Context: an optimization exercise on an open-source flow, tuned for small area and a short achievable clock period. The choices shown serve that exercise and are no tape-out recipe.
RTL that was checked went through simulation tests only; none was proved equivalent to the original.
Only the layout flow was run in runs 2 and 4; the RTL was not checked for function there.
Power and IR drop assume default switching activity.

<file path="design/flow/config.mk">
export PLATFORM = sky130hd
export DESIGN_NAME = branch_predictor
export DESIGN_NICKNAME = branch_predictor
export VERILOG_FILES = /design/flow/design.v
export SDC_FILE = /design/flow/constraint.sdc
export NUM_CORES = 4
export LEC_CHECK = 0
export CAP_MARGIN = 20
export CORE_MARGIN = 2
export CORE_UTILIZATION = 40
export SLEW_MARGIN = 20
export SYNTH_HIERARCHICAL = 1
</file>
<file path="design/flow/constraint.sdc">
create_clock -name core_clock -period 5.2 [get_ports {clk}]
set_input_delay 1.0400 -clock core_clock [delete_from_list [all_inputs] [get_ports {clk}]]
set_output_delay 1.0400 -clock core_clock [all_outputs]
set_load 0.01 [all_outputs]
</file>
<file path="design/flow/design.v">
package bp_pkg;
  localparam int XLEN     = 32;
  localparam int IDX_BITS = 6;
  localparam int TAG_W    = XLEN - IDX_BITS - 2;
  localparam logic [1:0] CTR_SNT = 2'b00;
  localparam logic [1:0] CTR_WNT = 2'b01;
  localparam logic [1:0] CTR_WT  = 2'b10;
  localparam logic [1:0] CTR_ST  = 2'b11;
  typedef struct packed {
    logic             valid;
    logic [TAG_W-1:0] tag;
    logic [XLEN-1:0]  target;
    logic [1:0]       ctr;
  } btb_entry_t;
  function automatic [IDX_BITS-1:0] bp_index(input [XLEN-1:0] pc);
    bp_index = pc[IDX_BITS+1:2];
  endfunction
  function automatic [TAG_W-1:0] bp_tag(input [XLEN-1:0] pc);
    bp_tag = pc[XLEN-1:IDX_BITS+2];
  endfunction
endpackage
module sat_ctr2
(
  input  logic [1:0] ctr,
  input  logic       taken,
  output logic [1:0] ctr_next
);
  always_comb begin
    ctr_next = ctr;
    if (taken) begin
      if (ctr != bp_pkg::CTR_ST) ctr_next = ctr + 2'd1;
    end else begin
      if (ctr != bp_pkg::CTR_SNT) ctr_next = ctr - 2'd1;
    end
  end
endmodule
module branch_predictor
#(
  parameter int XLEN     = bp_pkg::XLEN,
  parameter int IDX_BITS = bp_pkg::IDX_BITS
)
(
  input  logic                clk,
  input  logic                rst,
  input  logic                f_valid,
  input  logic [XLEN-1:0]     f_pc,
  output logic                p_valid,
  output logic                p_taken,
  output logic [XLEN-1:0]     p_target,
  input  logic                r_valid,
  input  logic                r_is_branch,
  input  logic [XLEN-1:0]     r_pc,
  input  logic                r_taken,
  input  logic [XLEN-1:0]     r_target,
  input  logic                r_pred_taken,
  input  logic [XLEN-1:0]     r_pred_target,
  output logic                mispredict,
  output logic [XLEN-1:0]     redirect_pc
  ,
  output logic [31:0]         stat_branches,
  output logic [31:0]         stat_mispredicts
);
  localparam int ENTRIES = 1 << IDX_BITS;
  localparam int TAG_W   = bp_pkg::TAG_W;
  logic [ENTRIES-1:0] valid_q;
  logic [1:0]         ctr_q   [ENTRIES];
  logic [TAG_W-1:0]   tag_q   [ENTRIES];
  logic [XLEN-1:0]    tgt_q   [ENTRIES];
  logic [IDX_BITS-1:0] f_idx, r_idx;
  logic [TAG_W-1:0]    f_tag, r_tag;
  logic [ENTRIES-1:0]  f_sel, r_sel;
  assign f_idx = bp_pkg::bp_index(f_pc);
  assign r_idx = bp_pkg::bp_index(r_pc);
  assign f_tag = bp_pkg::bp_tag(f_pc);
  assign r_tag = bp_pkg::bp_tag(r_pc);
  bp_dec #(.N(IDX_BITS)) u_fdec (.idx(f_idx), .sel(f_sel));
  bp_dec #(.N(IDX_BITS)) u_rdec (.idx(r_idx), .sel(r_sel));
  localparam int FW = 2 + TAG_W + XLEN;
  logic [ENTRIES*FW-1:0] f_rows;
  logic [FW-1:0]         f_out;
  logic                  fe_valid, fe_ctr1;
  logic [TAG_W-1:0]      fe_tag;
  logic [XLEN-1:0]       fe_tgt;
  always_comb
    for (int i = 0; i < ENTRIES; i++)
      f_rows[i*FW +: FW] = {valid_q[i], ctr_q[i][1], tag_q[i], tgt_q[i]};
  bp_rd #(.N(ENTRIES), .W(FW)) u_frd (.sel(f_sel), .rows(f_rows), .q(f_out));
  assign {fe_valid, fe_ctr1, fe_tag, fe_tgt} = f_out;
  localparam int RW = 3 + TAG_W;
  logic [ENTRIES*RW-1:0] r_rows;
  logic [RW-1:0]         r_out;
  logic                  re_valid;
  logic [1:0]            re_ctr;
  logic [TAG_W-1:0]      re_tag;
  always_comb
    for (int i = 0; i < ENTRIES; i++)
      r_rows[i*RW +: RW] = {valid_q[i], ctr_q[i], tag_q[i]};
  bp_rd #(.N(ENTRIES), .W(RW)) u_rrd (.sel(r_sel), .rows(r_rows), .q(r_out));
  assign {re_valid, re_ctr, re_tag} = r_out;
  logic                pq_upd, pq_taken, pq_hit;
  logic [IDX_BITS-1:0] pq_idx;
  logic [1:0]          pq_ctr, pq_sat, pq_ctr_new;
  logic                pq_wr;
  sat_ctr2 u_ctr (
    .ctr      (pq_ctr),
    .taken    (pq_taken),
    .ctr_next (pq_sat)
  );
  assign pq_wr      = pq_upd && (pq_hit || pq_taken);
  assign pq_ctr_new = pq_hit ? pq_sat : bp_pkg::CTR_WT;
  logic       f_byp, r_byp, f_ctr1, f_taken, r_hit, upd, wr_all;
  logic [1:0] r_ctr;
  assign f_byp   = pq_wr && (f_idx == pq_idx);
  assign r_byp   = pq_wr && (r_idx == pq_idx);
  assign f_ctr1  = f_byp ? pq_ctr_new[1] : fe_ctr1;
  assign r_ctr   = r_byp ? pq_ctr_new : re_ctr;
  assign f_taken = f_valid && fe_valid && f_ctr1 && (fe_tag == f_tag);
  assign r_hit   = re_valid && (re_tag == r_tag);
  assign upd    = r_valid && r_is_branch;
  assign wr_all = upd && r_taken;            
  always_ff @(posedge clk or posedge rst) begin
    if (rst) begin
      valid_q <= '0;
      pq_upd  <= 1'b0;
    end else begin
      for (int i = 0; i < ENTRIES; i++)
        if (wr_all && r_sel[i]) valid_q[i] <= 1'b1;
      pq_upd <= upd;
    end
  end
  always_ff @(posedge clk) begin
    pq_taken <= r_taken;
    pq_hit   <= r_hit;
    pq_idx   <= r_idx;
    pq_ctr   <= r_ctr;
    for (int i = 0; i < ENTRIES; i++) begin
      if (wr_all && r_sel[i]) begin
        tag_q[i] <= r_tag;
        tgt_q[i] <= r_target;
      end
      if (pq_wr && (pq_idx == i[IDX_BITS-1:0])) ctr_q[i] <= pq_ctr_new;
    end
  end
  logic            mp_d;
  logic [XLEN-1:0] redir_d;
  always_comb begin
    mp_d    = 1'b0;
    redir_d = r_pc + {{(XLEN-3){1'b0}}, 3'd4};
    if (r_valid) begin
      if (r_is_branch) begin
        mp_d = (r_taken != r_pred_taken) ||
               (r_taken && r_pred_taken && (r_target != r_pred_target));
        if (r_taken) redir_d = r_target;
      end else begin
        mp_d = r_pred_taken;
      end
    end
  end
  always_ff @(posedge clk or posedge rst) begin
    if (rst) begin
      p_valid     <= 1'b0;
      p_taken     <= 1'b0;
      p_target    <= '0;
      mispredict  <= 1'b0;
      redirect_pc <= '0;
    end else begin
      p_valid     <= f_valid;
      p_taken     <= f_taken;
      p_target    <= f_taken ? fe_tgt : '0;
      mispredict  <= mp_d;
      redirect_pc <= mp_d ? redir_d : '0;
    end
  end
  always_ff @(posedge clk or posedge rst) begin
    if (rst) begin
      stat_branches    <= '0;
      stat_mispredicts <= '0;
    end else begin
      if (upd && (stat_branches != 32'hFFFF_FFFF))
        stat_branches <= stat_branches + 32'd1;
      if (mp_d && (stat_mispredicts != 32'hFFFF_FFFF))
        stat_mispredicts <= stat_mispredicts + 32'd1;
    end
  end
endmodule
module bp_dec
#(
  parameter int N = 6
)
(
  input  logic [N-1:0]      idx,
  output logic [(1<<N)-1:0] sel
);
  always_comb
    for (int i = 0; i < (1 << N); i++)
      sel[i] = (idx == i[N-1:0]);
endmodule
module bp_rd
#(
  parameter int N = 64,
  parameter int W = 8
)
(
  input  logic [N-1:0]   sel,
  input  logic [N*W-1:0] rows,
  output logic [W-1:0]   q
);
  always_comb begin
    q = '0;
    for (int i = 0; i < N; i++)
      q = q | ({W{sel[i]}} & rows[i*W +: W]);
  end
endmodule
</file>
<file path="design/flow/run.sh">
#!/bin/bash
# synth_recipe.tcl (not shown) runs the flow's synth.tcl, then flattens the netlist and writes it again
# the make line also repeats each setting of config.mk as NAME=value (left out here)
make -C /OpenROAD-flow-scripts/flow DESIGN_CONFIG=/design/flow/config.mk WORK_HOME=/design/flow/orfs CLKGATE_MAP_FILE= SYNTH_SCRIPT=/design/flow/synth_recipe.tcl finish
</file>
==> results of run 1 <==
[cells in the final DEF (no fill, tap or decap), types with 11 or more instances in the layout]
cell             netlist  layout
a22o_1              1360    1360
nand3_1               40      40
or2_2                 68      68
and2_4                 0      65
clkinvlp_4             0      18
buf_12                 0     273
buf_4                 11     980
clkbuf_16              0     404
a211oi_1              22      22
buf_2                104      56
xor2_1                95      95
or4_1                 86      86
clkdlybuf4s50_1        0     207
nand4_1              377     377
nand2_1               62      62
diode_2                0      35
dfrtp_1              196     196
nor2_4                 0      97
edfxtp_1            3712    3712
clkbuf_8               0      18
nand4bb_1             12      11
nor3_1                17      17
bufinv_16              0      24
and2_1               101      36
clkinv_2               0      62
a221oi_1            1360    1359
clkbuf_1             410      93
clkinv_1               0      80
nor2_1               235     107
and3_1                13      12
nor4_1                28      26
nor2_2                 1      32
xnor2_1               80      80
[sequential cells by signal, summed over array words and instances, names as in the netlist, 6 cells and up]
name	count
p_target	32
ctr_q	128
tgt_q	2048
stat_branches	32
redirect_pc	32
valid_q	64
pq_idx	6
tag_q	1536
stat_mispredicts	32
[area by class of cell]
type                       instances  share of cell area
clock buffer                     515              0.0582
multi-input combinational       4056               0.181
clock inverter                   208             0.00980
antenna                           35            0.000476
sequential                      3918               0.634
tap                             5016              0.0341
inverter                          11            0.000245
timing repair buffer            1517              0.0826
[metal layers]
metal,up-vias,GRT usage,part of all wire
li1,40262,-,-
met1,52331,0.376,0.37
met2,7113,0.431,0.44
met3,1312,0.0658,0.12
met4,8,0.185,0.076
met5,-,0,0.000076
[synthesized netlist by cell type, types with 62 or more instances]
master    instances
edfxtp_1       3712
a221oi_1       1360
a22o_1         1360
clkbuf_1        410
nand4_1         377
nor2_1          235
dfrtp_1         196
buf_2           104
and2_1          101
xor2_1           95
or4_1            86
xnor2_1          80
or2_2            68
buf_6            63
nand2_1          62
[timing repair]
item	CTS	global route
hold endpoints to repair	0	0
endpoints found under the setup margin	0	32
gates resized for setup	0	2
[modules after synthesis, one instance, submodules excluded, a selection]
module / flip-flops and latches / cells inside / times used
sat_ctr2: 0 / 3 / 1
branch_predictor: 3918 / 4706 / 1
[worst min path at each step]
stage / from / to / slack (ns) / cells past startpoint
global placement: valid_q[39] / valid_q[39] / 0.48 / 1
detailed placement: valid_q[11] / valid_q[11] / 0.48 / 1
floorplan: valid_q[0] / valid_q[0] / 0.46 / 1
CTS: r_pc[11] / tag_q[7][3] / 0.44 / 1
finish: r_target[23] / tgt_q[22][23] / 0.50 / 1
global route: r_pc[11] / tag_q[7][3] / 0.49 / 1
[cell families after synthesis]
kind of cell,share of synthesized area
DFF,0.768
muxes,0.000865
and+or+nand+nor,0.0419
AOI/OAI and AO/OA,0.159
adders and majority gates,0.000478
xor gates and xnor gates,0.0101
buffers and inverters,0.0202
[power by group]
group / internal, mW / switching, mW / leakage [nW]
Combinational: 1.10 / 2.15 / 18.4
Clock: 15.7 / 12.2 / 6.08
Sequential: 34.7 / 0.161 / 36.1
Total: 51.5 / 14.6 / 60.6
==> metrics.cfg, run 1 <==
[outcome]
status = timing/DRC/antenna clean

[final_layout]
drive_gt1_frac = 0.210
syn_to_final_growth_pct = 21.1
nets = 10039
final_cell_area_mm2 = 0.184
fin_cells = 15276
multiInputGateArea_mm2 = 0.0332
fillers = 31308
post-route-util = 0.486
ff_latch_area_mm2 = 0.117

[drt]
via_count = 101026
antenna_left = 0
wl_per_cell_um = 37.1
drc = 0
drt_iter0_drc = 15762
drt_first_pass_iters = 10
via_per_inst = 6.61
wl_um = 567000

[pwr]
p_leak_nw = 60.6
power.total_mw = 66.0
p_per_area_mw_per_mm2 = 359
vdd_ir_drop_max_v = 0.000285

[setup_path]
crit_end = p_target[28]
max_stage_delay_ns = 0.68
reg2reg_to = p_target[28]
cp_top_family = simple AND/OR/NAND/NOR gates
cp.depth = 17
startpoint_type = input port
cp.arrival_ns = 6.00
crit_top_cell = buf_12
r2r_slack_ns = 1.17
cp.buffers_inverters = 6
r2r_cells = 11
path_cells = clkdlybuf4s50_1 > buf_12 > nand4bb_1 > buf_12 > nor2_4 > buf_12 > a22o_1 > a221oi_1 > nand4_1 > buf_4 > or4_1 > xor2_1 > nor4_1 > nand2_1 > nor4_2 > buf_12 > and2_1
critPathLaunch = f_pc[6]
reg2reg_from = tag_q[13][4]
cp_max_fo = 33
critPathKind = input port to flip-flop
cp.required_ns = 6.12
critical_path.endpoint_type = flip-flop
slowest_stage = or4_1

[clock_tree]
post-cts-setup-buffer-count = 0
cts_buffer_depth = 4
htreeDepth = 5
cts.clk_slew.worst_paths_ns = 0.06
cts_buffers = 396
clockRootBuffer = clkbuf_16
holdBufCountCts = 0
cts.sinks = 3918
cts_tree = yes
clkLatencyLatePin_ns = 1.02

[global_routing]
grt_max_degree = 69
antenna_found_initial = 45
grt_pass1_wl_um = 772000
grt_usage = 0.287
overflow = 0
grt_pass1_vias = 96582

[yosys]
synthFlopType = edfxtp_1
synth_warnings = 14
yosysSeqAreaShare = 0.768
ys_top_cells_by_area = edfxtp_1, a221oi_1, a22o_1
synth_cell_type_count = 51
postSynthAreaPerCell_um2 = 17.6
postSynthCellCount = 8620
synth_top_area_cell = edfxtp_1
synth_edf_count = 3712
async_reset_ff_frac = 0.0500
synthesis.area_mm2 = 0.152
synth_seq_cells = 3918
synth.top_cell.area_share = 0.734

[timing]
rsz0062_at_grt = no
setup_tns_ns = 0
holdWs_ns = 0.497
final_hold_viol_count = 0
worst_pin_slew_ns = 1.23
period_needed_ns = 5.08
setup_ws_ns = 0.122
finalClockSkew_ns = 0.0861
finalSetupViolations = 0
slew_headroom = 0.182
fin_crit_sh = 0.977
max_freq_mhz = 197
maxSlewViolCount = 0

[placement]
dp_hpwl_um = 379000
gp_congestion = 1.00
placed_area_mm2 = 0.171
dp.cells = 14517
pre_cts_slack_ns = -0.907
io_buffers = 263

[floorplanning]
dieArea_mm2 = 0.385
die_h_um = 620
ioPinCount = 266
die_x_um = 620
start_util = 0.401
core_mm2 = 0.378
rows = 226

[min_path]
min_path_type = input port to flip-flop

[job]
maxCapViolCount = 0

==> run 2, diff against run 1 <==
--- a/design/flow/design.v
+++ b/design/flow/design.v
@@ -63,4 +63,5 @@
   localparam int ENTRIES = 1 << IDX_BITS;
   localparam int TAG_W   = bp_pkg::TAG_W;
+  localparam int EW      = TAG_W + XLEN;      
   logic [ENTRIES-1:0] valid_q;
   logic [1:0]         ctr_q   [ENTRIES];
@@ -76,5 +77,5 @@
   bp_dec #(.N(IDX_BITS)) u_fdec (.idx(f_idx), .sel(f_sel));
   bp_dec #(.N(IDX_BITS)) u_rdec (.idx(r_idx), .sel(r_sel));
-  localparam int FW = 2 + TAG_W + XLEN;
+  localparam int FW = 2 + EW;
   logic [ENTRIES*FW-1:0] f_rows;
   logic [FW-1:0]         f_out;
@@ -102,4 +103,5 @@
   logic [1:0]          pq_ctr, pq_sat, pq_ctr_new;
   logic                pq_wr;
+  logic [ENTRIES-1:0]  pq_sel;
   sat_ctr2 u_ctr (
     .ctr      (pq_ctr),
@@ -109,4 +111,5 @@
   assign pq_wr      = pq_upd && (pq_hit || pq_taken);
   assign pq_ctr_new = pq_hit ? pq_sat : bp_pkg::CTR_WT;
+  bp_dec #(.N(IDX_BITS)) u_pdec (.idx(pq_idx), .sel(pq_sel));
   logic       f_byp, r_byp, f_ctr1, f_taken, r_hit, upd, wr_all;
   logic [1:0] r_ctr;
@@ -119,4 +122,15 @@
   assign upd    = r_valid && r_is_branch;
   assign wr_all = upd && r_taken;            
+  logic [ENTRIES-1:0] e_en, e_en_n, c_en, c_en_n;
+  bp_wen #(.N(ENTRIES)) u_ewen (.sel(r_sel),  .wr(wr_all), .en(e_en), .en_n(e_en_n));
+  bp_wen #(.N(ENTRIES)) u_cwen (.sel(pq_sel), .wr(pq_wr),  .en(c_en), .en_n(c_en_n));
+  logic [EW-1:0] e_nxt [ENTRIES];
+  logic [1:0]    c_nxt [ENTRIES];
+  for (genvar i = 0; i < ENTRIES; i++) begin : g_row
+    bp_upd #(.W(EW)) u_e (.en(e_en[i]), .en_n(e_en_n[i]), .d({r_tag, r_target}),
+                          .q({tag_q[i], tgt_q[i]}), .nxt(e_nxt[i]));
+    bp_upd #(.W(2))  u_c (.en(c_en[i]), .en_n(c_en_n[i]), .d(pq_ctr_new),
+                          .q(ctr_q[i]), .nxt(c_nxt[i]));
+  end
   always_ff @(posedge clk or posedge rst) begin
     if (rst) begin
@@ -124,7 +138,6 @@
       pq_upd  <= 1'b0;
     end else begin
-      for (int i = 0; i < ENTRIES; i++)
-        if (wr_all && r_sel[i]) valid_q[i] <= 1'b1;
-      pq_upd <= upd;
+      valid_q <= valid_q | e_en;
+      pq_upd  <= upd;
     end
   end
@@ -135,9 +148,6 @@
     pq_ctr   <= r_ctr;
     for (int i = 0; i < ENTRIES; i++) begin
-      if (wr_all && r_sel[i]) begin
-        tag_q[i] <= r_tag;
-        tgt_q[i] <= r_target;
-      end
-      if (pq_wr && (pq_idx == i[IDX_BITS-1:0])) ctr_q[i] <= pq_ctr_new;
+      {tag_q[i], tgt_q[i]} <= e_nxt[i];
+      ctr_q[i]             <= c_nxt[i];
     end
   end
@@ -196,4 +206,37 @@
       sel[i] = (idx == i[N-1:0]);
 endmodule
+module bp_wen
+#(
+  parameter int N = 64
+)
+(
+  input  logic [N-1:0] sel,
+  input  logic         wr,
+  output logic [N-1:0] en,
+  output logic [N-1:0] en_n
+);
+  assign en   = sel & {N{wr}};
+  assign en_n = ~en;
+endmodule
+module bp_upd
+#(
+  parameter int W = 8
+)
+(
+  input  logic         en,
+  input  logic         en_n,
+  input  logic [W-1:0] d,
+  input  logic [W-1:0] q,
+  output logic [W-1:0] nxt
+);
+  assign nxt = (d & {W{en}}) | (q & {W{en_n}});
+endmodule
+module bp_aoi3
+(
+  input  logic s0, d0, s1, d1, s2, d2,
+  output logic z
+);
+  assign z = ~((s0 & d0) | (s1 & d1) | (s2 & d2));
+endmodule
 module bp_rd
 #(
@@ -206,8 +249,23 @@
   output logic [W-1:0]   q
 );
-  always_comb begin
-    q = '0;
-    for (int i = 0; i < N; i++)
-      q = q | ({W{sel[i]}} & rows[i*W +: W]);
-  end
-endmodule
+  localparam int G = N / 3;
+  localparam int R = N - 3 * G;
+  for (genvar b = 0; b < W; b++) begin : g_bit
+    logic [G-1:0] z;
+    logic         zr;
+    for (genvar g = 0; g < G; g++) begin : g_grp
+      bp_aoi3 u_aoi (
+        .s0(sel[3*g]),   .d0(rows[(3*g)*W + b]),
+        .s1(sel[3*g+1]), .d1(rows[(3*g+1)*W + b]),
+        .s2(sel[3*g+2]), .d2(rows[(3*g+2)*W + b]),
+        .z (z[g])
+      );
+    end
+    always_comb begin
+      zr = 1'b1;
+      for (int i = 3 * G; i < N; i++)
+        zr = zr & ~(sel[i] & rows[i*W + b]);
+    end
+    assign q[b] = ~(&{z, zr});
+  end
+endmodule
--- a/design/flow/config.mk
+++ b/design/flow/config.mk
@@ -6,7 +6,9 @@
 export NUM_CORES = 4
 export LEC_CHECK = 0
+export ABC_CLOCK_PERIOD_IN_PS = 2600
 export CAP_MARGIN = 20
 export CORE_MARGIN = 2
 export CORE_UTILIZATION = 40
+export SETUP_SLACK_MARGIN = 2.4
 export SLEW_MARGIN = 20
 export SYNTH_HIERARCHICAL = 1
==> metrics.cfg, run 2 <==
[drt]
drt_first_pass_iters = 14  ; was 10
antenna_left = 0  ; unchanged
wl_per_cell_um = 38.2  ; was 37.1 µm
wl_um = 716000  ; was 567,000 µm
drc = 0  ; unchanged
drt_iter0_drc = 29374  ; was 15.8k
via_per_inst = 7.44  ; was 6.61
via_count = 139324  ; was 101k

[clock_tree]
cts_buffers = 403  ; was 396
cts_tree = yes  ; unchanged
clkLatencyLatePin_ns = 1.03  ; was 1.02 ns
cts_buffer_depth = 4  ; unchanged
cts.clk_slew.worst_paths_ns = 0.06  ; about the same
htreeDepth = 5  ; unchanged
clockRootBuffer = clkbuf_16  ; unchanged
cts.sinks = 3918  ; unchanged

[final_layout]
syn_to_final_growth_pct = 21.6  ; was 21.1%
post-route-util = 0.488  ; was 0.486
largest_reg_flops = 2048  ; unchanged
fillers = 32442  ; was 31.3k
ff_latch_area_mm2 = 0.0794  ; was 0.117 mm²
layout_commonest_cell = dfxtp_1  ; was edfxtp_1
layout_common_cells = dfxtp_1, a22o_1, a222oi_1, buf_4, clkbuf_16  ; was edfxtp_1, a22o_1, a221oi_1, buf_4, clkbuf_16
multiInputGateArea_mm2 = 0.0638  ; was 0.0332 mm²
nets = 13544  ; was 10.0k
drive_gt1_frac = 0.195  ; was 0.210

[setup_path]
reg2reg_from = tag_q[42][15]  ; was tag_q[13][4]
path_cells = buf_6 > buf_8 > buf_6 > nand2b_4 > buf_12 > buf_12 > nor2_4 > buf_12 > a222oi_1 > nand4_1 > buf_4 > nor4_4 > buf_4 > nand2_4 > xor2_2 > nor4_2 > nand4_1 > nor4_4 > buf_12 > buf_12 > buf_12 > buf_16 > and2_4  ; was clkdlybuf4s50_1 > buf_12 > nand4bb_1 > buf_12 > nor2_4 > buf_12 > a22o_1 > a221oi_1 > nand4_1 > buf_4 > or4_1 > xor2_1 > nor4_1 > nand2_1 > nor4_2 > buf_12 > and2_1
max_stage_delay_ns = 0.55  ; was 0.68 ns
critPathKind = input port to flip-flop  ; unchanged
cp.required_ns = 6.16  ; was 6.12 ns
cp_max_fo = 16  ; was 33
cp.buffers_inverters = 12  ; was 6
r2r_cells = 15  ; was 11
critical_path.endpoint_type = flip-flop  ; unchanged
cp.arrival_ns = 5.76  ; was 6.00 ns
crit_top_cell = buf_12  ; unchanged
cp.depth = 23  ; was 17
reg2reg_to = p_target[7]  ; was p_target[28]
cp_top_family = simple AND/OR/NAND/NOR gates  ; unchanged
slowest_stage = a222oi_1  ; was or4_1
startpoint_type = input port  ; unchanged
r2r_slack_ns = 1.07  ; was 1.17 ns

[yosys]
synthFlopType = dfxtp_1  ; was edfxtp_1
async_reset_ff_frac = 0.0500  ; unchanged
synthesis.area_mm2 = 0.149  ; was 0.152 mm²
synth_cell_type_count = 53  ; was 51
synth_top_area_cell = dfxtp_1  ; was edfxtp_1
synth_seq_cells = 3918  ; unchanged
synth.mux.area_fraction = 0.000671  ; was 0.000865
synth_most_common_cell = dfxtp_1  ; was edfxtp_1
synth-xor-area-share = 0.0104  ; was 0.0101
synth_top_family_by_area = compound AO/OA/AOI/OAI gates  ; unchanged
synth-simple-area-share = 0.0552  ; was 0.0419
ys_top_cells_by_count = dfxtp_1, a22o_1, a222oi_1, buf_6, nand4_1  ; was edfxtp_1, a221oi_1, a22o_1, clkbuf_1, nand4_1
postSynthAreaPerCell_um2 = 12.3  ; was 17.6 µm²
yosysSeqAreaShare = 0.532  ; was 0.768
ys_top_cells_by_area = dfxtp_1, a22o_1, a222oi_1  ; was edfxtp_1, a221oi_1, a22o_1
yosys.area_share.adder = 0.000486  ; was 0.000478
postSynthCellCount = 12148  ; was 8,620
synth.top_cell.area_share = 0.499  ; was 0.734
synth-compound-area-share = 0.345  ; was 0.159
synth_edf_count = 0  ; was 3,712
synth_warnings = 19  ; was 14

[global_routing]
grt_usage = 0.353  ; was 0.287
grt_pass1_vias = 132001  ; was 96.6k
antenna_found_initial = 49  ; was 45
grtUsageMet1 = 0.436  ; was 0.376
use_met3 = 0.128  ; was 0.0658
grt_max_degree = 130  ; was 69
grt_pass1_wl_um = 992000  ; was 772,000 µm
busiest_layer = met2  ; unchanged
grtUsageMet2 = 0.523  ; was 0.431
overflow = 0  ; unchanged

[floorplanning]
core_mm2 = 0.372  ; was 0.378 mm²
rows = 224  ; was 226
die_x_um = 615  ; was 620 µm
dieArea_mm2 = 0.378  ; was 0.385 mm²
ioPinCount = 266  ; unchanged
start_util = 0.401  ; about the same
die_h_um = 615  ; was 620 µm

[timing]
maxSlewViolCount = 0  ; unchanged
max_freq_mhz = 208  ; was 197 MHz
rsz0062_at_grt = yes  ; was no
worst_pin_slew_ns = 1.17  ; was 1.23 ns
finalClockSkew_ns = 0.0385  ; was 0.0861 ns
final_hold_viol_count = 0  ; unchanged
setup_tns_ns = 0  ; unchanged
period_needed_ns = 4.81  ; was 5.08 ns
fin_crit_sh = 0.924  ; was 0.977
finalSetupViolations = 0  ; unchanged
slew_headroom = 0.216  ; was 0.182
holdWs_ns = 0.319  ; was 0.497 ns

[pwr]
power.total_mw = 67.3  ; was 66.0 mW
combPwrFrac = 0.060  ; was 0.049
clkPwrFrac = 0.453  ; was 0.423
switching_share = 0.243  ; was 0.220
seqPwrFrac = 0.487  ; was 0.528
vdd_ir_drop_max_v = 0.000334  ; was 0.000285 V
p_leak_nw = 73.0  ; was 60.6 nW
p_per_area_mw_per_mm2 = 371  ; was 359 mW/mm²
power.switching_mw = 16.4  ; was 14.6 mW
internal_power_mw = 51.0  ; was 51.5 mW

[placement]
dp_hpwl_um = 446000  ; was 379,000 µm
io_buffers = 263  ; unchanged
gp_congestion = 1.01  ; was 1.00

[job]
maxCapViolCount = 0  ; unchanged

[outcome]
status = timing/DRC/antenna clean  ; unchanged

[min_path]
min_path_type = input port to asynchronous set/reset pin  ; was input port to flip-flop

==> run 2: cell types whose count changed after synthesis, sizes merged, moves of 84 or more <==
cell | previous run | this run
clkbuf | 410 | 60
or4 | 89 | 5
edfxtp | 3712 | 0
nor4 | 29 | 120
dfxtp | 10 | 3722
a222oi | 0 | 1785
buf | 225 | 798
a22o | 1360 | 3712
a221oi | 1360 | 0
a211oi | 22 | 112
nand2 | 62 | 352
nand3 | 41 | 128
==> run 2: worst max path at each step <==
stage / startpoint / to
floorplan: f_pc[5] / p_target[22]
global placement: f_pc[6] / p_target[13]
detailed placement: f_pc[6] / p_target[8]
CTS: f_pc[7] / p_target[7]
global route: f_pc[3] / p_target[7]
finish: f_pc[3] / p_target[7]
==> run 2: cells by family after synthesis <==
logic type	Yosys count
xor+xnor	178
simple gates	1552
flops	3918
mux	9
fa+ha+maj	6
buf+inv	866
compound gates	5619
==> run 2: layout make-up <==
| class | count | area share |
|---|---|---|
| Clock buffer | 605 | 0.0660 |
| Clock inverter | 134 | 0.0100 |
| Tap cell | 4972 | 0.0343 |
| Inverter | 8 | 0.000345 |
| Sequential cell | 3918 | 0.438 |
| Timing Repair inverter | 1 | 0.0000483 |
| Timing Repair Buffer | 1702 | 0.0999 |
| Antenna cell | 10 | 0.000138 |
| Multi-Input combinational cell | 7371 | 0.352 |
==> run 2: per-module statistics from Yosys, one instance, submodules excluded, excerpt <==
module	cells	area, µm²	flip-flops and latches
bp_aoi3	1	10.0	0
branch_predictor	4537	83500	3918
sat_ctr2	3	26.3	0
==> run 2: what timing repair did <==
item / CTS / global route
cloned: 25 / 14
gates resized for setup: 257 / 302
pin swaps: 108 / 91
setup endpoints to repair: 3637 / 2582
buffers inserted: 163 / 81
hold buffers: 0 / 0
==> run 2: layer usage <==
layer | up-vias | share of wire | wire length, µm
li1 | 54992 | - | -
met1 | 69619 | 0.36 | 257000
met2 | 12098 | 0.42 | 301000
met3 | 2567 | 0.15 | 104000
met4 | 48 | 0.075 | 53300
met5 | - | 0.00056 | 403
==> run 2: power by group through the flow <==
stage	clock (mW)	combinational, mW	sequential [mW]
2_1_floorplan	0	1.73	33.0
3_3_place_gp	0	3.60	33.2
3_5_place_dp	0	3.71	33.3
4_1_cts	30.5	3.85	32.7
5_1_grt	31.8	4.15	32.9
6_report	30.5	4.03	32.8
==> run 2: metrics by stage <==
step | instances | instance area (µm²) | setup slack, ns
floorplan | 12148 | 151000 | 1.19
global placement | 17689 | 163000 | -1.28
detailed placement | 17689 | 163000 | -1.23
CTS | 18616 | 180000 | 0.774
global route | 18712 | 181000 | 0.528
finish | 18721 | 182000 | 0.393
==> run 3, diff against run 2 <==
--- a/design/flow/design.v
+++ b/design/flow/design.v
@@ -83,8 +83,10 @@
   logic [TAG_W-1:0]      fe_tag;
   logic [XLEN-1:0]       fe_tgt;
+  logic [FW-1:0]         f_out_n;
   always_comb
     for (int i = 0; i < ENTRIES; i++)
       f_rows[i*FW +: FW] = {valid_q[i], ctr_q[i][1], tag_q[i], tgt_q[i]};
-  bp_rd #(.N(ENTRIES), .W(FW)) u_frd (.sel(f_sel), .rows(f_rows), .q(f_out));
+  bp_rd #(.W(FW)) u_frd (.sel(f_sel), .rows(f_rows), .qn(f_out_n));
+  assign f_out = ~f_out_n;
   assign {fe_valid, fe_ctr1, fe_tag, fe_tgt} = f_out;
   localparam int RW = 3 + TAG_W;
@@ -94,8 +96,10 @@
   logic [1:0]            re_ctr;
   logic [TAG_W-1:0]      re_tag;
+  logic [RW-1:0]         r_out_n;
   always_comb
     for (int i = 0; i < ENTRIES; i++)
       r_rows[i*RW +: RW] = {valid_q[i], ctr_q[i], tag_q[i]};
-  bp_rd #(.N(ENTRIES), .W(RW)) u_rrd (.sel(r_sel), .rows(r_rows), .q(r_out));
+  bp_rd #(.W(RW)) u_rrd (.sel(r_sel), .rows(r_rows), .qn(r_out_n));
+  assign r_out = ~r_out_n;
   assign {re_valid, re_ctr, re_tag} = r_out;
   logic                pq_upd, pq_taken, pq_hit;
@@ -118,6 +122,9 @@
   assign f_ctr1  = f_byp ? pq_ctr_new[1] : fe_ctr1;
   assign r_ctr   = r_byp ? pq_ctr_new : re_ctr;
-  assign f_taken = f_valid && fe_valid && f_ctr1 && (fe_tag == f_tag);
-  assign r_hit   = re_valid && (re_tag == r_tag);
+  logic f_miss, r_miss;
+  bp_match u_fm (.a(fe_tag), .b(f_tag), .v0(fe_valid), .v1(f_ctr1), .v2(f_valid), .mn(f_miss));
+  bp_match u_rm (.a(re_tag), .b(r_tag), .v0(re_valid), .v1(1'b1),   .v2(1'b1),    .mn(r_miss));
+  assign f_taken = ~f_miss;
+  assign r_hit   = ~r_miss;
   assign upd    = r_valid && r_is_branch;
   assign wr_all = upd && r_taken;            
@@ -167,9 +174,9 @@
     end
   end
+  logic [XLEN-1:0] p_tgt_q;
   always_ff @(posedge clk or posedge rst) begin
     if (rst) begin
       p_valid     <= 1'b0;
       p_taken     <= 1'b0;
-      p_target    <= '0;
       mispredict  <= 1'b0;
       redirect_pc <= '0;
@@ -177,9 +184,11 @@
       p_valid     <= f_valid;
       p_taken     <= f_taken;
-      p_target    <= f_taken ? fe_tgt : '0;
       mispredict  <= mp_d;
       redirect_pc <= mp_d ? redir_d : '0;
     end
   end
+  always_ff @(posedge clk)
+    p_tgt_q <= fe_tgt;
+  assign p_target = p_tgt_q & {XLEN{p_taken}};
   always_ff @(posedge clk or posedge rst) begin
     if (rst) begin
@@ -232,40 +241,76 @@
   assign nxt = (d & {W{en}}) | (q & {W{en_n}});
 endmodule
-module bp_aoi3
-(
-  input  logic s0, d0, s1, d1, s2, d2,
-  output logic z
-);
-  assign z = ~((s0 & d0) | (s1 & d1) | (s2 & d2));
+module bp_aoi22 (input logic a, b, c, d, output logic z);
+  assign z = ~((a & b) | (c & d));
+endmodule
+module bp_or8 (input logic [7:0] s, input logic [7:0] d, output logic z);
+  assign z = |(s & d);
+endmodule
+module bp_nand4 (input logic a, b, c, d, output logic z);
+  assign z = ~(a & b & c & d);
+endmodule
+module bp_nand3 (input logic a, b, c, output logic z);
+  assign z = ~(a & b & c);
+endmodule
+module bp_nand2 (input logic a, b, output logic z);
+  assign z = ~(a & b);
+endmodule
+module bp_nor3 (input logic a, b, c, output logic z);
+  assign z = ~(a | b | c);
+endmodule
+module bp_nor2 (input logic a, b, output logic z);
+  assign z = ~(a | b);
+endmodule
+module bp_xnor2 (input logic a, b, output logic z);
+  assign z = ~(a ^ b);
 endmodule
 module bp_rd
 #(
-  parameter int N = 64,
   parameter int W = 8
 )
 (
-  input  logic [N-1:0]   sel,
-  input  logic [N*W-1:0] rows,
-  output logic [W-1:0]   q
-);
-  localparam int G = N / 3;
-  localparam int R = N - 3 * G;
+  input  logic [63:0]   sel,
+  input  logic [64*W-1:0] rows,
+  output logic [W-1:0]  qn
+);
   for (genvar b = 0; b < W; b++) begin : g_bit
-    logic [G-1:0] z;
-    logic         zr;
-    for (genvar g = 0; g < G; g++) begin : g_grp
-      bp_aoi3 u_aoi (
-        .s0(sel[3*g]),   .d0(rows[(3*g)*W + b]),
-        .s1(sel[3*g+1]), .d1(rows[(3*g+1)*W + b]),
-        .s2(sel[3*g+2]), .d2(rows[(3*g+2)*W + b]),
-        .z (z[g])
-      );
-    end
-    always_comb begin
-      zr = 1'b1;
-      for (int i = 3 * G; i < N; i++)
-        zr = zr & ~(sel[i] & rows[i*W + b]);
-    end
-    assign q[b] = ~(&{z, zr});
-  end
-endmodule
+    logic [7:0]  z2;
+    logic [3:0]  z3;
+    logic [1:0]  z4;
+    for (genvar g = 0; g < 8; g++) begin : g_l2
+      bp_or8 u (.s(sel[8*g +: 8]),
+                .d({rows[(8*g+7)*W + b], rows[(8*g+6)*W + b], rows[(8*g+5)*W + b], rows[(8*g+4)*W + b],
+                    rows[(8*g+3)*W + b], rows[(8*g+2)*W + b], rows[(8*g+1)*W + b], rows[(8*g)*W + b]}),
+                .z(z2[g]));
+    end
+    for (genvar g = 0; g < 4; g++) begin : g_l3
+      bp_nor2 u (.a(z2[2*g]), .b(z2[2*g+1]), .z(z3[g]));
+    end
+    for (genvar g = 0; g < 2; g++) begin : g_l4
+      bp_nand2 u (.a(z3[2*g]), .b(z3[2*g+1]), .z(z4[g]));
+    end
+    bp_nor2 u_l5 (.a(z4[0]), .b(z4[1]), .z(qn[b]));
+  end
+endmodule
+module bp_match
+(
+  input  logic [23:0] a,
+  input  logic [23:0] b,
+  input  logic        v0, v1, v2,
+  output logic        mn
+);
+  logic [23:0] x;
+  logic [8:0]  y;
+  logic [2:0]  w;
+  for (genvar i = 0; i < 24; i++) begin : g_x
+    bp_xnor2 u (.a(a[i]), .b(b[i]), .z(x[i]));
+  end
+  for (genvar i = 0; i < 8; i++) begin : g_y
+    bp_nand3 u (.a(x[3*i]), .b(x[3*i+1]), .c(x[3*i+2]), .z(y[i]));
+  end
+  bp_nand3 u_v (.a(v0), .b(v1), .c(v2), .z(y[8]));
+  for (genvar i = 0; i < 3; i++) begin : g_w
+    bp_nor3 u (.a(y[3*i]), .b(y[3*i+1]), .c(y[3*i+2]), .z(w[i]));
+  end
+  bp_nand3 u_m (.a(w[0]), .b(w[1]), .c(w[2]), .z(mn));
+endmodule
--- a/design/flow/config.mk
+++ b/design/flow/config.mk
@@ -6,9 +6,8 @@
 export NUM_CORES = 4
 export LEC_CHECK = 0
-export ABC_CLOCK_PERIOD_IN_PS = 2600
 export CAP_MARGIN = 20
 export CORE_MARGIN = 2
-export CORE_UTILIZATION = 40
-export SETUP_SLACK_MARGIN = 2.4
+export CORE_UTILIZATION = 50
+export SETUP_SLACK_MARGIN = 2.0
 export SLEW_MARGIN = 20
 export SYNTH_HIERARCHICAL = 1
==> metrics.cfg, run 3 <==
[final_layout]
largest_reg_flops = 2048  ; unchanged
fin_cells = 18899  ; was 18.7k
layout_common_cells = dfxtp_1, a22o_1, a22oi_1, nand4_1, buf_4  ; was dfxtp_1, a22o_1, a222oi_1, buf_4, clkbuf_16
syn_to_final_growth_pct = 17.2  ; was 21.6%
post-route-util = 0.589  ; was 0.488
nets = 14583  ; was 13.5k
final_cell_area_mm2 = 0.180  ; was 0.182 mm²
drive_gt1_frac = 0.147  ; was 0.195
layout_commonest_cell = dfxtp_1  ; unchanged

[pwr]
vdd_ir_drop_max_v = 0.000290  ; was 0.000334 V
p_leak_nw = 70.0  ; was 73.0 nW
p_per_area_mw_per_mm2 = 371  ; about the same

[global_routing]
grt_usage = 0.408  ; was 0.353
grt_pass1_vias = 134793  ; was 132k
grt_pass1_wl_um = 949000  ; was 992,000 µm
overflow = 0  ; unchanged
grt_max_degree = 84  ; was 130
antenna_found_initial = 42  ; was 49

[placement]
pre_cts_slack_ns = 0.432  ; was -1.23 ns
placed_area_mm2 = 0.163  ; about the same
dp.cells = 17908  ; was 17.7k
gp_congestion = 0.953  ; was 1.01
dp_hpwl_um = 403000  ; was 446,000 µm
io_buffers = 263  ; unchanged

[clock_tree]
cts_buffer_depth = 4  ; unchanged
cts_tree = yes  ; unchanged
htreeDepth = 5  ; unchanged
cts.sinks = 3918  ; unchanged
clkLatencyLatePin_ns = 1.00  ; was 1.03 ns
clockRootBuffer = clkbuf_16  ; unchanged
cts.clk_slew.worst_paths_ns = 0.06  ; about the same
holdBufCountCts = 0  ; unchanged
cts_buffers = 409  ; was 403

[yosys]
synth.top_cell.area_share = 0.488  ; was 0.499
synthFlopType = dfxtp_1  ; unchanged
synth_warnings = 17  ; was 19
yosysSeqAreaShare = 0.515  ; was 0.532
synth_most_common_cell = dfxtp_1  ; unchanged
synth_edf_count = 0  ; unchanged
synth_seq_cells = 3918  ; unchanged
synth_cell_type_count = 58  ; was 53
ys_top_cells_by_count = dfxtp_1, a22o_1, a22oi_1, nand4_1, nor2_1  ; was dfxtp_1, a22o_1, a222oi_1, buf_6, nand4_1
postSynthAreaPerCell_um2 = 11.3  ; was 12.3 µm²
synthesis.area_mm2 = 0.154  ; was 0.149 mm²
async_reset_ff_frac = 0.0419  ; was 0.0500
postSynthCellCount = 13675  ; was 12.1k
ys_top_cells_by_area = dfxtp_1, a22o_1, a22oi_1  ; was dfxtp_1, a22o_1, a222oi_1
synth_top_area_cell = dfxtp_1  ; unchanged

[outcome]
status = timing/DRC/antenna clean  ; unchanged

[drt]
wl_per_cell_um = 35.3  ; was 38.2 µm
via_count = 139351  ; about the same
wl_um = 667000  ; was 716,000 µm
via_per_inst = 7.37  ; was 7.44
drt_first_pass_iters = 7  ; was 14
drc = 0  ; unchanged
antenna_left = 0  ; unchanged
drt_iter0_drc = 18835  ; was 29.4k

[timing]
maxSlewViolCount = 0  ; unchanged
final_hold_viol_count = 0  ; unchanged
finalSetupViolations = 0  ; unchanged
slew_headroom = 0.165  ; was 0.216
max_freq_mhz = 296  ; was 208 MHz
period_needed_ns = 3.38  ; was 4.81 ns
setup_ws_ns = 1.82  ; was 0.393 ns
worst_pin_slew_ns = 1.25  ; was 1.17 ns
rsz0062_at_grt = yes  ; unchanged
finalClockSkew_ns = 0.0466  ; was 0.0385 ns
fin_crit_sh = 0.650  ; was 0.924
setup_tns_ns = 0  ; unchanged

[floorplanning]
rows = 203  ; was 224
dieArea_mm2 = 0.312  ; was 0.378 mm²
die_x_um = 559  ; was 615 µm
core_mm2 = 0.306  ; was 0.372 mm²
ioPinCount = 266  ; unchanged
start_util = 0.503  ; was 0.401
die_h_um = 559  ; was 615 µm

[setup_path]
cp.arrival_ns = 4.30  ; was 5.76 ns
startpoint_type = input port  ; unchanged
cp_max_fo = 7  ; was 16
cp.required_ns = 6.13  ; was 6.16 ns
critical_path.endpoint_type = flip-flop  ; unchanged
critPathKind = input port to flip-flop  ; unchanged

[job]
maxCapViolCount = 0  ; unchanged

[min_path]
min_path_type = input port to flip-flop  ; was input port to asynchronous set/reset pin

## run 3: changes by cell type after synthesis, sizes merged, moves of 11 or more
cell	delta
nor2	+427
xnor2	+31
dfrtp	-32
a211oi	-87
nor4	-109
nand4	+339
dfxtp	+32
xor2	-30
a22oi	+2720
nand3	-80
and3	+11
a222oi	-1785
inv	+83
## run 3: worst max-delay path, stage by stage
cell and delay, ns:
dlygate4sd2_1 0.32, buf_12 0.20, nand4_1 0.14, buf_4 0.23, nor2_4 0.07, buf_12 0.15, buf_4 0.17, a22oi_1 0.20
nand4_1 0.35, nor2_2 0.30, nand2_1 0.23, nor2_1 0.17, inv_1 0.12, xnor2_1 0.15, nand3_1 0.11, nor3_2 0.18
nand3_1 0.09, inv_1 0.06
## run 3: path summary, 6_finish.rpt
kind,start,to,slack (ns),cells after the start
worst max register to register,pq_upd,pq_ctr[0],2.57,5
worst max-delay path,f_pc[6],p_taken,1.82,18
worst min-delay path,r_pc[3],pq_idx[1],0.31,1
max in group asynchronous,rst,valid_q[10],3.67,3
worst min register to register,tgt_q[5][25],tgt_q[5][25],0.47,1
min in group asynchronous,rst,stat_branches[11],0.47,2
## run 3: power breakdown
group	switching (mW)	internal [mW]	leakage, nW	total [mW]
sequential	1.10	31.6	32.7	32.7
clock	12.8	17.8	6.86	30.5
combinational	2.15	1.58	30.5	3.73
total	16.0	51.0	70.0	67.0
## run 3: logic make-up after synthesis
| group | after synthesis | synth area share |
|---|---|---|
| DFF | 3918 | 0.515 |
| muxes | 6 | 0.000423 |
| AOI/OAI and AO/OA | 6470 | 0.346 |
| adders and majority gates | 6 | 0.000471 |
| other | 1 | 0.0000244 |
| xor gates and xnor gates | 179 | 0.0102 |
| buffers and inverters | 939 | 0.0558 |
| and+or+nand+nor | 2156 | 0.0725 |
## run 3: area by class of cell
cell class                      instances  area [µm²]
Clock inverter                        154        1740
Clock buffer                          597       12200
Antenna cell                           15        37.5
Timing Repair Buffer                 1198       13800
Tap cell                             4100        5130
Sequential cell                      3918       79300
Fill cell                           25059      126000
Inverter                               92         352
Multi-Input combinational cell       8825       67900
## run 3: what timing repair did
action | 4_1_cts | 5_1_grt
gates resized for setup | 194 | 110
pin swaps | 86 | 23
endpoints found under the setup margin | 537 | 59
cloned | 33 | 4
buffers inserted | 168 | 20
## run 3: per-module statistics from Yosys (local to each module, per instance), a selection
module            area, µm²  times used
bp_nand3               5.00          20
bp_nand2               3.75         170
bp_or8                 36.3         680
branch_predictor      83200           1
bp_nor3                10.0           6
bp_nor2                3.75         425
sat_ctr2               26.3           1
## run 3: routing by layer
| metal | share of wire | track usage | vias to the layer above |
|---|---|---|---|
| met4 | 0.069 | 0.250 | 18 |
| met5 | 0.00020 | 0 | - |
| li1 | - | - | 57067 |
| met2 | 0.43 | 0.619 | 10259 |
| met1 | 0.37 | 0.509 | 69418 |
| met3 | 0.13 | 0.122 | 2589 |
## run 3: through the flow
stage	hold slack, ns	power (mW)
after floorplan	0.440	34.8
after global placement	0.452	36.5
after detailed placement	0.453	36.7
after CTS	0.392	66.8
after global routing	0.289	68.6
final	0.314	67.0
==> run 4, diff against run 3 <==
--- a/design/flow/design.v
+++ b/design/flow/design.v
@@ -75,19 +75,26 @@
   assign f_tag = bp_pkg::bp_tag(f_pc);
   assign r_tag = bp_pkg::bp_tag(r_pc);
+  logic [ENTRIES-1:0]  f_sel_d;
   bp_dec #(.N(IDX_BITS)) u_fdec (.idx(f_idx), .sel(f_sel));
+  bp_dec #(.N(IDX_BITS)) u_fdec_d (.idx(f_idx), .sel(f_sel_d));
   bp_dec #(.N(IDX_BITS)) u_rdec (.idx(r_idx), .sel(r_sel));
-  localparam int FW = 2 + EW;
-  logic [ENTRIES*FW-1:0] f_rows;
-  logic [FW-1:0]         f_out;
-  logic                  fe_valid, fe_ctr1;
-  logic [TAG_W-1:0]      fe_tag;
-  logic [XLEN-1:0]       fe_tgt;
-  logic [FW-1:0]         f_out_n;
+  localparam int FW = 2 + TAG_W;
+  logic [ENTRIES*FW-1:0]   f_rows;
+  logic [ENTRIES*XLEN-1:0] f_rows_d;
+  logic [FW-1:0]           f_out, f_out_n;
+  logic [XLEN-1:0]         fe_tgt_n;
+  logic                    fe_valid, fe_ctr1;
+  logic [TAG_W-1:0]        fe_tag;
+  logic [XLEN-1:0]         fe_tgt;
   always_comb
-    for (int i = 0; i < ENTRIES; i++)
-      f_rows[i*FW +: FW] = {valid_q[i], ctr_q[i][1], tag_q[i], tgt_q[i]};
-  bp_rd #(.W(FW)) u_frd (.sel(f_sel), .rows(f_rows), .qn(f_out_n));
-  assign f_out = ~f_out_n;
-  assign {fe_valid, fe_ctr1, fe_tag, fe_tgt} = f_out;
+    for (int i = 0; i < ENTRIES; i++) begin
+      f_rows[i*FW +: FW]       = {valid_q[i], ctr_q[i][1], tag_q[i]};
+      f_rows_d[i*XLEN +: XLEN] = tgt_q[i];
+    end
+  bp_rd #(.W(FW))   u_frd   (.sel(f_sel),   .rows(f_rows),   .qn(f_out_n));
+  bp_rd #(.W(XLEN)) u_frd_d (.sel(f_sel_d), .rows(f_rows_d), .qn(fe_tgt_n));
+  assign f_out  = ~f_out_n;
+  assign fe_tgt = ~fe_tgt_n;
+  assign {fe_valid, fe_ctr1, fe_tag} = f_out;
   localparam int RW = 3 + TAG_W;
   logic [ENTRIES*RW-1:0] r_rows;
@@ -122,9 +129,14 @@
   assign f_ctr1  = f_byp ? pq_ctr_new[1] : fe_ctr1;
   assign r_ctr   = r_byp ? pq_ctr_new : re_ctr;
-  logic f_miss, r_miss;
-  bp_match u_fm (.a(fe_tag), .b(f_tag), .v0(fe_valid), .v1(f_ctr1), .v2(f_valid), .mn(f_miss));
-  bp_match u_rm (.a(re_tag), .b(r_tag), .v0(re_valid), .v1(1'b1),   .v2(1'b1),    .mn(r_miss));
-  assign f_taken = ~f_miss;
-  assign r_hit   = ~r_miss;
+  localparam int NTK = 4;
+  logic [2:0]     f_w, r_w;
+  logic [NTK:0]   f_tk;
+  bp_match u_fm (.a(fe_tag), .b(f_tag), .v0(fe_valid), .v1(f_ctr1), .v2(f_valid), .w(f_w));
+  bp_match u_rm (.a(re_tag), .b(r_tag), .v0(re_valid), .v1(1'b1),   .v2(1'b1),    .w(r_w));
+  for (genvar k = 0; k <= NTK; k++) begin : g_ftk
+    bp_and3 u (.a(f_w[0]), .b(f_w[1]), .c(f_w[2]), .z(f_tk[k]));
+  end
+  bp_and3 u_rh (.a(r_w[0]), .b(r_w[1]), .c(r_w[2]), .z(r_hit));
+  assign f_taken = f_tk[0];
   assign upd    = r_valid && r_is_branch;
   assign wr_all = upd && r_taken;            
@@ -175,4 +187,9 @@
   end
   logic [XLEN-1:0] p_tgt_q;
+  logic [NTK-1:0]  p_tk_q;
+  always_ff @(posedge clk or posedge rst) begin
+    if (rst) p_tk_q <= '0;
+    else     p_tk_q <= f_tk[NTK:1];
+  end
   always_ff @(posedge clk or posedge rst) begin
     if (rst) begin
@@ -190,5 +207,7 @@
   always_ff @(posedge clk)
     p_tgt_q <= fe_tgt;
-  assign p_target = p_tgt_q & {XLEN{p_taken}};
+  for (genvar k = 0; k < NTK; k++) begin : g_ptgt
+    assign p_target[k*XLEN/NTK +: XLEN/NTK] = p_tgt_q[k*XLEN/NTK +: XLEN/NTK] & {(XLEN/NTK){p_tk_q[k]}};
+  end
   always_ff @(posedge clk or posedge rst) begin
     if (rst) begin
@@ -250,4 +269,7 @@
   assign z = ~(a & b & c & d);
 endmodule
+module bp_and3 (input logic a, b, c, output logic z);
+  assign z = a & b & c;
+endmodule
 module bp_nand3 (input logic a, b, c, output logic z);
   assign z = ~(a & b & c);
@@ -298,9 +320,8 @@
   input  logic [23:0] b,
   input  logic        v0, v1, v2,
-  output logic        mn
+  output logic [2:0]  w
 );
   logic [23:0] x;
   logic [8:0]  y;
-  logic [2:0]  w;
   for (genvar i = 0; i < 24; i++) begin : g_x
     bp_xnor2 u (.a(a[i]), .b(b[i]), .z(x[i]));
@@ -313,4 +334,3 @@
     bp_nor3 u (.a(y[3*i]), .b(y[3*i+1]), .c(y[3*i+2]), .z(w[i]));
   end
-  bp_nand3 u_m (.a(w[0]), .b(w[1]), .c(w[2]), .z(mn));
 endmodule
--- a/design/flow/config.mk
+++ b/design/flow/config.mk
@@ -9,5 +9,7 @@
 export CORE_MARGIN = 2
 export CORE_UTILIZATION = 50
-export SETUP_SLACK_MARGIN = 2.0
+export CTS_CLUSTER_DIAMETER = 80
+export CTS_CLUSTER_SIZE = 24
+export SETUP_SLACK_MARGIN = 2.6
 export SLEW_MARGIN = 20
 export SYNTH_HIERARCHICAL = 1
==> metrics.cfg, run 4 <==
[pwr]
combPwrFrac = 0.074  ; was 0.056
power.switching_mw = 14.1  ; was 16.0 mW
vdd_ir_drop_max_v = 0.000333  ; was 0.000290 V
internal_power_mw = 41.3  ; was 51.0 mW
seqPwrFrac = 0.591  ; was 0.489
p_leak_nw = 68.6  ; was 70.0 nW
switching_share = 0.254  ; was 0.239
clkPwrFrac = 0.335  ; was 0.456
p_per_area_mw_per_mm2 = 311  ; was 371 mW/mm²

[drt]
via_count = 140418  ; was 139k
via_per_inst = 7.44  ; was 7.37
drt_iter0_drc = 19728  ; was 18.8k
wl_um = 683000  ; was 667,000 µm
drt_first_pass_iters = 10  ; was 7
antenna_left = 0  ; unchanged
drc = 0  ; unchanged
wl_per_cell_um = 36.2  ; was 35.3 µm

[clock_tree]
cts_buffer_depth = 4  ; unchanged
htreeDepth = 4  ; was 5
holdBufCountCts = 0  ; unchanged
cts.clk_slew.worst_paths_ns = 0.09  ; was 0.06 ns
clockRootBuffer = clkbuf_16  ; unchanged
clkLatencyLatePin_ns = 0.95  ; was 1.00 ns
cts_tree = yes  ; unchanged
cts.sinks = 3922  ; was 3,918
cts_buffers = 203  ; was 409

[yosys]
yosysSeqAreaShare = 0.513  ; was 0.515
synth_most_common_cell = dfxtp_1  ; unchanged
synth_top_area_cell = dfxtp_1  ; unchanged
synth_cell_type_count = 59  ; was 58
synthFlopType = dfxtp_1  ; unchanged
ys_top_cells_by_count = dfxtp_1, a22o_1, a22oi_1, nor2_1, nand4_1  ; was dfxtp_1, a22o_1, a22oi_1, nand4_1, nor2_1
ys_top_cells_by_area = dfxtp_1, a22o_1, a22oi_1  ; unchanged
synth.top_cell.area_share = 0.486  ; was 0.488
postSynthCellCount = 13793  ; was 13.7k
synth_seq_cells = 3922  ; was 3,918
postSynthAreaPerCell_um2 = 11.2  ; was 11.3 µm²
synthesis.area_mm2 = 0.155  ; was 0.154 mm²
async_reset_ff_frac = 0.0428  ; was 0.0419
synth_warnings = 17  ; unchanged
synth_edf_count = 0  ; unchanged

[setup_path]
r2r_slack_ns = 2.29  ; was 2.57 ns
cp_max_fo = 26  ; was 7
critical_path.endpoint_type = flip-flop  ; unchanged
cp.required_ns = 6.08  ; was 6.13 ns
r2r_cells = 11  ; was 5
critPathKind = input port to flip-flop  ; unchanged
startpoint_type = input port  ; unchanged
reg2reg_from = tag_q[61][11]  ; was pq_upd
crit_end = p_tk_q[0]  ; was p_taken
reg2reg_to = p_tk_q[0]  ; was pq_ctr[0]
cp.arrival_ns = 4.37  ; was 4.30 ns
critPathLaunch = f_pc[3]  ; was f_pc[6]

[timing]
slew_headroom = 0.329  ; was 0.165
max_freq_mhz = 287  ; was 296 MHz
fin_crit_sh = 0.671  ; was 0.650
period_needed_ns = 3.49  ; was 3.38 ns
finalClockSkew_ns = 0.0518  ; was 0.0466 ns
final_hold_viol_count = 0  ; unchanged
worst_pin_slew_ns = 1.01  ; was 1.25 ns
finalSetupViolations = 0  ; unchanged
maxSlewViolCount = 0  ; unchanged
rsz0062_at_grt = yes  ; unchanged

[final_layout]
layout_common_cells = dfxtp_1, a22o_1, a22oi_1, buf_4, nand4_1  ; was dfxtp_1, a22o_1, a22oi_1, nand4_1, buf_4
largest_reg_flops = 2048  ; unchanged
layout_commonest_cell = dfxtp_1  ; unchanged
syn_to_final_growth_pct = 15.1  ; was 17.2%
final_cell_area_mm2 = 0.178  ; was 0.180 mm²
post-route-util = 0.578  ; was 0.589
drive_gt1_frac = 0.173  ; was 0.147
ff_latch_area_mm2 = 0.0794  ; was 0.0793 mm²
fillers = 25866  ; was 25.1k
multiInputGateArea_mm2 = 0.0710  ; was 0.0679 mm²
nets = 14798  ; was 14.6k

[global_routing]
grt_pass1_wl_um = 964000  ; was 949,000 µm
grt_pass1_vias = 134948  ; about the same
grt_usage = 0.411  ; was 0.408
overflow = 0  ; unchanged
grt_max_degree = 101  ; was 84
antenna_found_initial = 35  ; was 42

[outcome]
status = timing/DRC/antenna clean  ; unchanged

[floorplanning]
start_util = 0.502  ; was 0.503
rows = 204  ; was 203
dieArea_mm2 = 0.314  ; was 0.312 mm²
ioPinCount = 266  ; unchanged
die_x_um = 560  ; was 559 µm
die_h_um = 560  ; was 559 µm
core_mm2 = 0.308  ; was 0.306 mm²

[job]
maxCapViolCount = 0  ; unchanged

[placement]
placed_area_mm2 = 0.162  ; was 0.163 mm²
gp_congestion = 0.968  ; was 0.953
dp_hpwl_um = 404000  ; was 403,000 µm
io_buffers = 263  ; unchanged

[min_path]
min_path_type = input port to flip-flop  ; unchanged

run 4: worst min-delay path by stage:
stage                  start       endpoint  slack [ns]  depth (start not counted)
2_1_floorplan    tgt_q[0][0]    tgt_q[0][0]        0.44                          1
3_3_place_gp    tgt_q[34][8]   tgt_q[34][8]        0.45                          1
3_5_place_dp   tgt_q[24][21]  tgt_q[24][21]        0.45                          1
4_1_cts         r_target[27]  tgt_q[56][27]        0.41                          2
5_1_grt         r_target[27]  tgt_q[56][27]        0.46                          2
6_report        r_target[27]  tgt_q[56][27]        0.46                          2
run 4: what timing repair did:
| item | 4_1_cts | 5_1_grt |
|---|---|---|
| setup buffers | 441 | 86 |
| pin swaps | 247 | 183 |
| resized for setup | 1191 | 261 |
| endpoints found under the setup margin | 3850 | 1201 |
| gates cloned | 78 | 12 |
run 4: worst max-delay path, cell delays in order:
cell     delay (ns)
buf_8          0.12
or2_4          0.16
buf_12         0.17
buf_8          0.19
nor2_4         0.06
buf_6          0.23
a22oi_1        0.28
nand4_1        0.25
nor2_1         0.19
nand2_2        0.13
nor2_4         0.29
inv_2          0.08
xnor2_2        0.14
nand3_2        0.10
nor3_4         0.53
buf_6          0.20
and3_4         0.17
run 4: layout make-up:
cell class	instances	area share
flip-flops and latches	3922	0.446
diodes	14	0.000197
clock inverters	56	0.00405
inverters	99	0.00220
repair buffers	1453	0.0898
clock buffers	237	0.0304
well taps	4120	0.0289
multi-input cells	8980	0.399
run 4: power by group through the flow:
stage          logic, mW  registers [mW]  clock network [mW]
6_report            4.10            32.7                18.6
5_1_grt             4.25            32.8                19.6
3_3_place_gp        3.39            33.2                   0
2_1_floorplan       1.76            33.1                   0
3_5_place_dp        3.50            33.3                   0
4_1_cts             3.86            32.6                18.6
run 4: logic make-up after synthesis:
kind of cell	count (synthesis)	synth area share
multiplexers	4	0.000275
flip-flops	3922	0.513
other	1	0.0000242
adder cells (fa/ha/maj)	6	0.000469
AND/OR/NAND/NOR	2248	0.0759
XOR/XNOR	180	0.0102
AO/OA/AOI/OAI	6476	0.344
buffers and inverters	956	0.0562
run 4: per-module statistics from Yosys (local to each module, per instance), a selection:
| module | area (µm²) | copies in the design | cells inside |
|---|---|---|---|
| branch_predictor | 83500 | 1 | 4573 |
| bp_or8 | 36.3 | 680 | 5 |
| bp_nand3 | 5.00 | 18 | 1 |
| bp_xnor2 | 8.76 | 48 | 1 |
| bp_nor2 | 3.75 | 425 | 1 |
| sat_ctr2 | 26.3 | 1 | 3 |
| bp_and3 | 6.26 | 6 | 1 |
| bp_nand2 | 3.75 | 170 | 1 |
run 4: routing by layer:
metal	up-vias	routed length [µm]	global-route usage
met5	-	125	0
met2	10456	296000	0.622
met1	69963	247000	0.505
met3	2496	90200	0.128
li1	57483	-	-
met4	20	50300	0.265
run 4: stage by stage:
stage                     worst slack, ns  instances  TNS (ns)  power [mW]  hold WS [ns]
after floorplan                      2.02      13794         0        34.8         0.440
after global placement             -0.377      17956     -1.87        36.6         0.452
after detailed placement           -0.357      17956     -1.73        36.8         0.453
after CTS                            2.13      18768         0        55.0         0.410
after global routing                 1.68      18871         0        56.7         0.458
final                                1.71      18881         0        55.3         0.455
==> run 5, diff against run 4 <==
--- a/design/flow/design.v
+++ b/design/flow/design.v
@@ -132,6 +132,6 @@
   logic [2:0]     f_w, r_w;
   logic [NTK:0]   f_tk;
-  bp_match u_fm (.a(fe_tag), .b(f_tag), .v0(fe_valid), .v1(f_ctr1), .v2(f_valid), .w(f_w));
-  bp_match u_rm (.a(re_tag), .b(r_tag), .v0(re_valid), .v1(1'b1),   .v2(1'b1),    .w(r_w));
+  bp_match u_fm (.an(f_out_n[TAG_W-1:0]), .b(f_tag), .v0(fe_valid), .v1(f_ctr1), .v2(f_valid), .w(f_w));
+  bp_match u_rm (.an(r_out_n[TAG_W-1:0]), .b(r_tag), .v0(re_valid), .v1(1'b1),   .v2(1'b1),    .w(r_w));
   for (genvar k = 0; k <= NTK; k++) begin : g_ftk
     bp_and3 u (.a(f_w[0]), .b(f_w[1]), .c(f_w[2]), .z(f_tk[k]));
@@ -284,6 +284,6 @@
   assign z = ~(a | b);
 endmodule
-module bp_xnor2 (input logic a, b, output logic z);
-  assign z = ~(a ^ b);
+module bp_xor2 (input logic a, b, output logic z);
+  assign z = a ^ b;
 endmodule
 module bp_rd
@@ -317,5 +317,5 @@
 module bp_match
 (
-  input  logic [23:0] a,
+  input  logic [23:0] an,
   input  logic [23:0] b,
   input  logic        v0, v1, v2,
@@ -325,5 +325,5 @@
   logic [8:0]  y;
   for (genvar i = 0; i < 24; i++) begin : g_x
-    bp_xnor2 u (.a(a[i]), .b(b[i]), .z(x[i]));
+    bp_xor2 u (.a(an[i]), .b(b[i]), .z(x[i]));
   end
   for (genvar i = 0; i < 8; i++) begin : g_y
==> metrics.cfg, run 5 <==
[clock_tree]
cts_tree = yes  ; unchanged
clkLatencyLatePin_ns = 1.00  ; was 0.95 ns
htreeDepth = 4  ; unchanged
cts_buffer_depth = 4  ; unchanged

[setup_path]
path_cells = buf_4 > buf_12 > nand2b_4 > buf_12 > buf_4 > nor2_4 > buf_12 > a22oi_1 > nand4_1 > nor2_2 > nand2_1 > nor2_1 > xor2_1 > nand3_2 > nor3_4 > buf_6 > and3_4  ; was buf_8 > or2_4 > buf_12 > buf_8 > nor2_4 > buf_6 > a22oi_1 > nand4_1 > nor2_1 > nand2_2 > nor2_4 > inv_2 > xnor2_2 > nand3_2 > nor3_4 > buf_6 > and3_4
cp.arrival_ns = 4.16  ; was 4.37 ns
slowest_stage = nor2_2  ; was nor3_4
r2r_slack_ns = 2.57  ; was 2.29 ns
startpoint_type = input port  ; unchanged
r2r_cells = 10  ; was 11
max_stage_delay_ns = 0.36  ; was 0.53 ns
crit_top_cell = buf_12

[pwr]
combPwrFrac = 0.080  ; was 0.074
clkPwrFrac = 0.334  ; was 0.335
vdd_ir_drop_max_v = 0.000324  ; was 0.000333 V
seqPwrFrac = 0.587  ; was 0.591
power.switching_mw = 14.3  ; was 14.1 mW
p_per_area_mw_per_mm2 = 307  ; was 311 mW/mm²

[placement]
dp_hpwl_um = 403000  ; was 404,000 µm
io_buffers = 263  ; unchanged
gp_congestion = 0.921  ; was 0.968

[final_layout]
nets = 14992  ; was 14.8k
layout_commonest_cell = dfxtp_1  ; unchanged
drive_gt1_frac = 0.195  ; was 0.173

[timing]
slew_headroom = 0.227  ; was 0.329
setup_tns_ns = 0  ; unchanged
finalSetupViolations = 0  ; unchanged
rsz0062_at_grt = yes  ; unchanged

[yosys]
synth_seq_cells = 3922  ; unchanged
synth_top_area_cell = dfxtp_1  ; unchanged
synth_warnings = 17  ; unchanged
synth_most_common_cell = dfxtp_1  ; unchanged
postSynthCellCount = 13733  ; was 13.8k
synth.top_cell.area_share = 0.487  ; was 0.486
synth_edf_count = 0  ; unchanged

[floorplanning]
die_h_um = 560  ; about the same
start_util = 0.503  ; was 0.502
dieArea_mm2 = 0.313  ; was 0.314 mm²
rows = 203  ; was 204
ioPinCount = 266  ; unchanged

[outcome]
status = timing/DRC/antenna clean  ; unchanged

[drt]
wl_um = 709000  ; was 683,000 µm
via_count = 142451  ; was 140k
drt_iter0_drc = 20820  ; was 19.7k
via_per_inst = 7.46  ; was 7.44

[global_routing]
grt_pass1_vias = 136245  ; was 135k
grt_max_degree = 122  ; was 101
grt_usage = 0.426  ; was 0.411

[min_path]
min_path_type = input port to flip-flop  ; unchanged

==> run 5: changes by cell type in the layout (fill, tap and decap cells not counted), moves of 31 or more <==
cell / delta
nor2_1: -59
nor2_4: +47
and2_4: +31
nand2_4: +48
nand2_1: -38
xor2_1: +78
a22oi_1: -45
buf_16: +35
buf_4: +153
inv_1: -53
a22oi_2: +45
xnor2_1: -70
==> run 5: layout make-up <==
type	instances	area, µm²
antenna	24	60.1
clock buffer	245	5480
clock inverter	64	651
fill	25274	125000
inverter	52	218
multi-input combinational	9002	72000
sequential	3922	79400
tap	4100	5130
timing repair buffer	1674	18800
==> run 5: cell families (layout without fill, tap and decap cells) <==
family	after synthesis	after routing	synth area share
compound gates	6481	6484	0.345
flops	3922	3922	0.514
simple gates	2235	2329	0.0748
buf+inv	907	2035	0.0549
xor+xnor	177	177	0.0100
fa+ha+maj	6	6	0.000470
mux	4	4	0.000276
other cells	1	26	0.0000243
==> run 5: power groups by stage <==
stage	sequential, mW	combinational (mW)	clock (mW)
finish	32.7	4.43	18.6
global route	32.9	4.58	19.6
CTS	32.6	4.12	18.6
detailed placement	33.3	3.58	0
global placement	33.3	3.47	0
floorplan	33.1	1.77	0
==> run 5: final timing paths <==
| kind | end | startpoint |
|---|---|---|
| max | p_tk_q[1] | f_pc[3] |
| min | redirect_pc[1] | r_target[1] |
| max reg2reg | p_tk_q[1] | tag_q[2][18] |
| min reg2reg | tgt_q[12][31] | tgt_q[12][31] |
| max in group asynchronous | p_tk_q[3] | rst |
| min in group asynchronous | stat_branches[10] | rst |
==> run 5: stage by stage <==
step           std cells  hold WS, ns  power, mW  cell area, µm²
2_1_floorplan      13734        0.440       34.9          156000
3_3_place_gp       17839        0.452       36.7          161000
6_report           19083        0.428       55.7          182000
3_5_place_dp       17839        0.453       36.9          161000
5_1_grt            19062        0.417       57.1          182000
4_1_cts            18877        0.395       55.3          178000
==> run 5: modules after synthesis (local to each module, per instance), a selection <==
| module | cells inside | flops+latches | copies in the design |
|---|---|---|---|
| bp_nor2 | 1 | 0 | 425 |
| sat_ctr2 | 3 | 0 | 1 |
| bp_nor3 | 1 | 0 | 6 |
| branch_predictor | 4513 | 3922 | 1 |
| bp_xor2 | 1 | 0 | 48 |
| bp_and3 | 1 | 0 | 6 |
| bp_or8 | 5 | 0 | 680 |
| bp_nand2 | 1 | 0 | 170 |
| bp_nand3 | 1 | 0 | 18 |
==> run 5: per-layer routing <==
layer,share of wire,track usage,up-vias
li1,-,-,57964
met5,0.00075,0,-
met1,0.36,0.524,71125
met2,0.43,0.642,10794
met3,0.13,0.134,2554
met4,0.074,0.277,14
==> run 5: repair_timing <==
item                                    4_1_cts  5_1_grt
pin swaps                                   341      265
resized for setup                          1366      414
hold buffers                                  0        0
buffers inserted                            593      159
endpoints found under the setup margin     3885     1674
cloned                                      136       23
==> run 5: critical path: cells and delay by family <==
family | cells | cell delay, ns
AND/OR/NAND/NOR | 9 | 1.77
buffers and inverters | 6 | 0.91
AO/OA/AOI/OAI | 1 | 0.21
XOR/XNOR | 1 | 0.21

Re-timed with assumed drivers on the ports (clkbuf_16 on the clock, buf_2 on other inputs), run 5 has 1.949 ns of setup slack against 1.922 ns with ideal ports, and 0.880 ns once port delays also move by the mid clock arrival of 1.070 ns.
